This design comes from an exercise in tuning for small area, a short achievable clock period and few clock cycles per item on the open sky130 flow, not from production work. Only simulation tests tie the RTL to the original design; equivalence was not proved. No activity file was given, so power comes from the tool's default toggle rates.

==> sierra <==
## rational_arithmetic_unit_core
module rational_arithmetic_unit_core (
   input  wire logic         clock,
   input  wire logic         reset,
   input  wire logic         req_tvalid,
   output logic              req_tready,
   input  wire logic [127:0] req_tdata,    
   input  wire logic [2:0]   req_tuser,    
   output logic              rsp_tvalid,
   input  wire logic         rsp_tready,
   output logic [63:0]       rsp_tdata,    
   output logic [1:0]        rsp_tuser     
);
==> flow/config.mk <==
export PLATFORM = sky130hd
export DESIGN_NAME = rational_arithmetic_unit_core
export DESIGN_NICKNAME = rational_arithmetic_unit_core
export VERILOG_FILES = /design/flow/design.v
export SDC_FILE = /design/flow/constraint.sdc
export NUM_CORES = 4
export LEC_CHECK = 0
export CAP_MARGIN = 20
export CORE_MARGIN = 2
export CORE_UTILIZATION = 40
export SLEW_MARGIN = 20
==> flow/constraint.sdc <==
create_clock -name core_clock -period 13.0 [get_ports {clock}]
set_input_delay 2.6000 -clock core_clock [delete_from_list [all_inputs] [get_ports {clock}]]
set_output_delay 2.6000 -clock core_clock [all_outputs]
set_load 0.01 [all_outputs]
run.sh (not shown) runs the stock make flow with config.mk's settings and CLKGATE_MAP_FILE= SYNTH_SCRIPT=/design/flow/synth_recipe.tcl, a recipe that flattens the netlist after the stock synthesis.
==> inputs of juniper, as changes to sierra <==
--- a/flow/design.v
+++ b/flow/design.v
@@ -64,11 +64,11 @@
    output logic [1:0]        rsp_tuser     
 );
    localparam int K   = 2;           
    localparam int NS  = 32 / K;      
    localparam int SH  = 4;           
-   localparam int MW  = 36;          
+   localparam int MW  = 37;          
    typedef enum logic [3:0] {
       A_IDLE = 4'b0001,    
       A_ABS  = 4'b0010,    
       A_MUL  = 4'b0100,
       A_WAIT = 4'b1000
@@ -77,12 +77,14 @@
    logic [31:0] r0, r1, r2, r3;    
    logic [35:0] hn;                
    logic [33:0] hd;                
    logic [3:0]  acnt;
    logic        a_add, a_sub, a_neg, a_force;
+   logic        a_zero;
    logic [1:0]  a_code;
-   logic        rdy;
+   logic        rdy;               
+   logic        hand;              
    logic [31:0] f_an, f_ad, f_bn, f_bd, g_an, g_ad, g_bn, g_bd, m_an, m_ad, m_bn, m_bd;
    logic        s_an, s_ad, s_bn, s_bd;
    logic [2:0]  mode;
    always_comb begin
       f_an = r0;
@@ -99,28 +101,24 @@
       m_an = s_an ? g_an : f_an;
       m_ad = s_ad ? g_ad : f_ad;
       m_bn = s_bn ? g_bn : f_bn;
       m_bd = s_bd ? g_bd : f_bd;
    end
-   logic [K-1:0] dp, dq, dd;
-   logic [35:0]  mcp, mcq, tn;
+   logic [K-1:0] dp, dq, dd;         
+   logic [35:0]  mcp, mcq, tn;       
    logic [35:0]  ns_, nc_;
    logic [35:0]  tdw, ds_, dc_;
    always_comb begin
       logic [35:0] r, s, c;
-      dp  = r1[K-1:0];
-      dq  = a_add ? r2[K-1:0] : '0;
-      dd  = a_add ? r1[K-1:0] : r2[K-1:0];
       mcp = {4'b0, r0};
-      mcq = a_sub ? ~{4'b0, r3} : {4'b0, r3};    
       begin
          logic [35:0] p0, p1, q0, q1, cr, a1, b1, a2, b2, a3, b3;
          p0 = dp[0] ? mcp : '0;
          p1 = dp[1] ? (mcp << 1) : '0;
          q0 = dq[0] ? mcq : '0;
          q1 = dq[1] ? (mcq << 1) : '0;
-         cr = (a_sub && a_add) ? 36'(dq) : '0;
+         cr = a_sub ? 36'(dq) : '0;    
          a1 = hn ^ p0 ^ p1;
          b1 = ((hn & p0) | (hn & p1) | (p0 & p1)) << 1;
          a2 = q0 ^ q1 ^ cr;
          b2 = ((q0 & q1) | (q0 & cr) | (q1 & cr)) << 1;
          a3 = a1 ^ b1 ^ a2;
@@ -141,10 +139,11 @@
    rau_add #(.W(36)) u_dacc (.a(ds_), .b(dc_), .cin(1'b0), .s(tdw), .cout());
    logic [63:0] nval, nmag;
    logic        nneg;
    assign nval = {hn[31:0], r1};
    assign nneg = hn[35];
+   assign a_zero = (nval == 64'd0);
    rau_add #(.W(64)) u_nneg (.a(~nval), .b(64'd0), .cin(1'b1), .s(nmag), .cout());
    typedef enum logic [2:0] {
       B_IDLE = 3'b001,
       B_GCD  = 3'b010,
       B_DONE = 3'b100
@@ -156,10 +155,11 @@
    logic [1:0]    code;
    logic          rsp_valid;
    logic [31:0]   rsp_num;
    logic [30:0]   rsp_den;
    logic [1:0]    rsp_st;
+   logic          rsp_zero;        
    logic [63:0] dxy, dyx;
    logic        xgey, xeq;
    rau_add #(.W(64)) u_dxy (.a(x), .b(~y), .cin(1'b1), .s(dxy), .cout(xgey));
    rau_add #(.W(64)) u_dyx (.a(y), .b(~x), .cin(1'b1), .s(dyx), .cout());
    assign xeq = (x == y);
@@ -186,54 +186,55 @@
    endfunction
    function automatic logic [MW-1:0] shl(input logic [MW-1:0] v, input logic [2:0] k);
       shl = v << k;
    endfunction
    logic [2:0]  kx, ky, kd;
-   logic        xz, mbig, fin_ovf;
+   logic        mbig, fin_ovf;
    logic [31:0] n1neg;
    rau_add #(.W(32)) u_rneg (.a(~m0[31:0]), .b(32'd0), .cin(1'b1), .s(n1neg), .cout());
    always_comb begin
       logic [2:0] a, b;
       a = tz(x[SH-1:0]);
       b = tz(y[SH-1:0]);
-      kx  = (!y[0] && b < a) ? b : a;
-      ky  = (!x[0] && a < b) ? a : b;
+      kx  = y[0] ? a : ((x[1] || y[1]) ? 3'd1 : ((x[2] || y[2]) ? 3'd2 : 3'd3));
+      ky  = x[0] ? b : ((x[1] || y[1]) ? 3'd1 : ((x[2] || y[2]) ? 3'd2 : 3'd3));
       kd  = tz(dxy[SH-1:0]);    
-      xz     = (x == 64'd0);
-      mbig   = big0(m0) || big0(m1) || big1(m2) || big1(m3);
-      fin_ovf = big1(m2) || (neg ? big0(m0) : big1(m0));
+      mbig   = (m0[MW-1:32] != '0) || (m1[MW-1:32] != '0) ||
+               (m2[MW-1:31] != '0) || (m3[MW-1:31] != '0);
+      fin_ovf = big1(m2) || (neg ? ((m0[MW-1:32] != '0) || !n1neg[31]) : big1(m0));
    end
    logic handoff, rsp_load, rsp_valid_nx, b_free_nx;
-   assign handoff = rdy && req_tvalid;
+   assign handoff = hand;
    always_ff @(posedge clock) begin
       ast_n    = ast;
       bst_n    = bst;
       rsp_load = 1'b0;
       case (ast)
-         A_IDLE: begin
-            r0   <= req_tdata[31:0];
-            r3   <= req_tdata[63:32];
-            r1   <= req_tdata[95:64];
-            r2   <= req_tdata[127:96];
-            mode <= req_tuser;
-            if (req_tvalid) ast_n = A_ABS;
-         end
+         A_IDLE: ;
          A_ABS: begin
             r0 <= m_an;
             r3 <= m_ad;
             if (mode[2]) begin
                r1 <= m_an; r2 <= m_ad;    
             end else if (mode == 3'd2) begin
                r1 <= m_bn; r2 <= m_bd;
             end else begin
                r1 <= m_bd; r2 <= m_bn;
             end
+            if (mode == 3'd2) begin
+               dp <= m_bn[K-1:0]; dq <= '0; dd <= m_bd[K-1:0];
+            end else if (mode == 3'd3) begin
+               dp <= m_bd[K-1:0]; dq <= '0; dd <= m_bn[K-1:0];
+            end else begin
+               dp <= m_bd[K-1:0]; dq <= m_bn[K-1:0]; dd <= m_bd[K-1:0];
+            end
+            mcq <= ((s_an ^ s_bd) != (s_bn ^ s_ad ^ (mode == 3'd1))) ? ~{4'b0, m_ad} : {4'b0, m_ad};
             hn      <= '0;
             hd      <= '0;
             acnt    <= '0;
             a_add   <= (mode[2:1] == 2'b00);
-            a_sub   <= (s_an ^ s_bd) != (s_bn ^ s_ad ^ (mode == 3'd1));
+            a_sub   <= (mode[2:1] == 2'b00) && ((s_an ^ s_bd) != (s_bn ^ s_ad ^ (mode == 3'd1)));
             a_force <= 1'b0;
             a_code  <= 2'd0;
             case (mode)
                3'd0, 3'd1: a_neg <= s_an ^ s_ad;    
                3'd2:       a_neg <= s_an ^ s_bn ^ s_ad ^ s_bd;
@@ -253,26 +254,36 @@
          A_MUL: begin
             hn   <= {{K{tn[35]}}, tn[35:K]};
             r1   <= {tn[K-1:0], r1[31:K]};
             hd   <= tdw[33+K:K];
             r2   <= {tdw[K-1:0], r2[31:K]};
+            dp   <= r1[2*K-1:K];
+            dq   <= a_add ? r2[2*K-1:K] : '0;
+            dd   <= a_add ? r1[2*K-1:K] : r2[2*K-1:K];
             acnt <= acnt + 4'd1;
             if (acnt == 4'(NS - 1)) ast_n = A_WAIT;
          end
          default: ;    
       endcase
-      if (rdy) ast_n = A_IDLE;
-      if (!req_tvalid) ast_n = A_IDLE;    
+      if (handoff) ast_n = A_IDLE;
+      if (rdy) begin
+         r0   <= req_tdata[31:0];
+         r3   <= req_tdata[63:32];
+         r1   <= req_tdata[95:64];
+         r2   <= req_tdata[127:96];
+         mode <= req_tuser;
+         if (req_tvalid) ast_n = A_ABS;
+      end
       case (bst)
          B_GCD: begin
             if (x[0] && y[0]) begin
                x  <= xgey ? y : x;
-               y  <= shr(xgey ? dxy : dyx, kd);
+               y  <= xgey ? shr(dxy, kd) : shr(dyx, kd);
                m0 <= s0;
                m2 <= s1;
-               m1 <= shl(xgey ? m0 : m1, kd);
-               m3 <= shl(xgey ? m2 : m3, kd);
+               m1 <= xgey ? shl(m0, kd) : shl(m1, kd);
+               m3 <= xgey ? shl(m2, kd) : shl(m3, kd);
             end else if (!x[0] && !y[0]) begin
                x <= shr(x, kx);
                y <= shr(y, ky);
             end else if (!x[0]) begin
                x  <= shr(x, kx);
@@ -281,15 +292,12 @@
             end else begin
                y  <= shr(y, ky);
                m1 <= shl(m1, ky);
                m3 <= shl(m3, ky);
             end
-            if (xz || mbig || (x[0] && y[0] && xeq)) bst_n = B_DONE;
-            if (xz) begin
-               force01 <= 1'b1;
-               code    <= 2'd0;
-            end else if (mbig) begin
+            if (mbig || (x[0] && y[0] && xeq)) bst_n = B_DONE;
+            if (mbig) begin
                force01 <= 1'b1;
                code    <= 2'd3;
             end
          end
          B_DONE: begin
@@ -299,44 +307,41 @@
             end
          end
          default: ;
       endcase
       if (rsp_load) begin
-         if (force01 || fin_ovf) begin
-            rsp_num <= 32'd0;
-            rsp_den <= 31'd1;
-            rsp_st  <= force01 ? code : 2'd3;
-         end else begin
-            rsp_num <= neg ? n1neg : m0[31:0];
-            rsp_den <= m2[30:0];
-            rsp_st  <= 2'd0;
-         end
+         rsp_num  <= neg ? n1neg : m0[31:0];
+         rsp_den  <= m2[30:0];
+         rsp_zero <= force01 || fin_ovf;
+         rsp_st   <= force01 ? code : (fin_ovf ? 2'd3 : 2'd0);
       end
       if (handoff) begin
          x       <= nneg ? nmag : nval;
          y       <= {hd[31:0], r2};
          neg     <= a_neg ^ nneg;
-         force01 <= a_force;
+         force01 <= a_force || a_zero;    
          code    <= a_code;
          m0 <= MW'(1); m1 <= '0; m2 <= '0; m3 <= MW'(1);
-         bst_n = a_force ? B_DONE : B_GCD;
+         bst_n = (a_force || a_zero) ? B_DONE : B_GCD;
       end
       rsp_valid_nx = rsp_load || (rsp_valid && !rsp_tready);
       b_free_nx    = (bst_n == B_IDLE) || (bst_n == B_DONE && !rsp_valid_nx);
       if (reset) begin
          ast       <= A_IDLE;
          bst       <= B_IDLE;
          rdy       <= 1'b0;
+         hand      <= 1'b0;
          rsp_valid <= 1'b0;
       end else begin
          ast       <= ast_n;
          bst       <= bst_n;
-         rdy       <= (ast_n == A_WAIT) && b_free_nx;
+         hand      <= (ast_n == A_WAIT) && b_free_nx;
+         rdy       <= (ast_n == A_IDLE) || ((ast_n == A_WAIT) && b_free_nx);
          rsp_valid <= rsp_valid_nx;
       end
    end
    assign req_tready = rdy;
    assign rsp_tvalid = rsp_valid;
-   assign rsp_tdata  = {1'b0, rsp_den, rsp_num};
+   assign rsp_tdata  = {1'b0, rsp_zero ? 31'd1 : rsp_den, rsp_zero ? 32'd0 : rsp_num};
    assign rsp_tuser  = rsp_st;
 endmodule
 `default_nettype wire
==> qor summary <==
quantity                                                                       sierra       juniper
Final Total Pwr                                                              5.677 mW      6.558 mW
Clock sinks                                                                       558           603
Multi-input gate area                                                      39,090 um2    39,710 um2
Clk cell area share                                                            3.941%        4.148%
Weighted congestion reported at the end of routability-driven placement        0.9989        0.9797
Result of the run                                            timing/DRC/antenna clean  timing/DRC/antenna clean
Power density cells                                                      89.00 nW/um2  99.60 nW/um2
Core region area                                                          143,300 um2   147,800 um2
Clock Skews                                                                0.06561 ns    0.03330 ns
Dpl cell area                                                              61,210 um2    63,100 um2
Routing usage on met1                                                          42.79%        37.81%
Post-route cell area                                                       63,790 um2    65,850 um2
Origin of the critical flop-to-flop path                                        r1[0]         dp[0]
Number of flops mapped to enable cells by yosys                                   405           445
Comb_multi_in                                                                   5,640         5,536
Final core utilization                                                         44.51%        44.54%
Synthesized flop and latch total                                                  558           603
Initial core utilization                                                       40.18%        40.35%
Synthesized-area fraction occupied by xor and xnor cells                       5.765%        5.697%
Met2 global-route usage                                                        47.11%        43.43%
Total number of nets in the final design                                        7,652         7,599
Total Die Area                                                            147,000 um2   152,200 um2
Number of filler instances in the final layout                                 14,424        14,591
Critical Path Sink                                                             hn[31]        hn[31]
Non-filler instance count after layout                                          8,983         8,968
Testbench counts of sierra, summed over its fixed seeds: cycles 49,809, items 2,400.
Testbench counts of juniper, summed over its fixed seeds: cycles 48,975, items 2,400.

==> re-timing with driven ports <==
In the flow no input, the clock included, has a driving cell. The finished layouts below were timed again as built, in two steps.
Step 1 sets driving cells, clkbuf_16 on the clock port and buf_2 on the other inputs (assumed; they add their load-dependent delay and slew).
Step 2, shift: input delay + t, output delay - t, t = (earliest + latest rising clock arrival at the registers) / 2. This alone moves slack from input paths to output paths.
Three values: ideal ports, drivers, drivers and shift; two values: the first two.
run	t (ns)	slack for setup (ns)	worst setup path at the end	slew at the worst register clock pin (ns)	worst slew at a driven data input, ns
sierra	0.770	5.905 / 5.905 / 5.905	register to register	0.07 / 0.07	0.11
juniper	0.772	6.549 / 6.549 / 6.549	register to register	0.07 / 0.07	0.09
After both steps setup and hold are still met in every run listed.
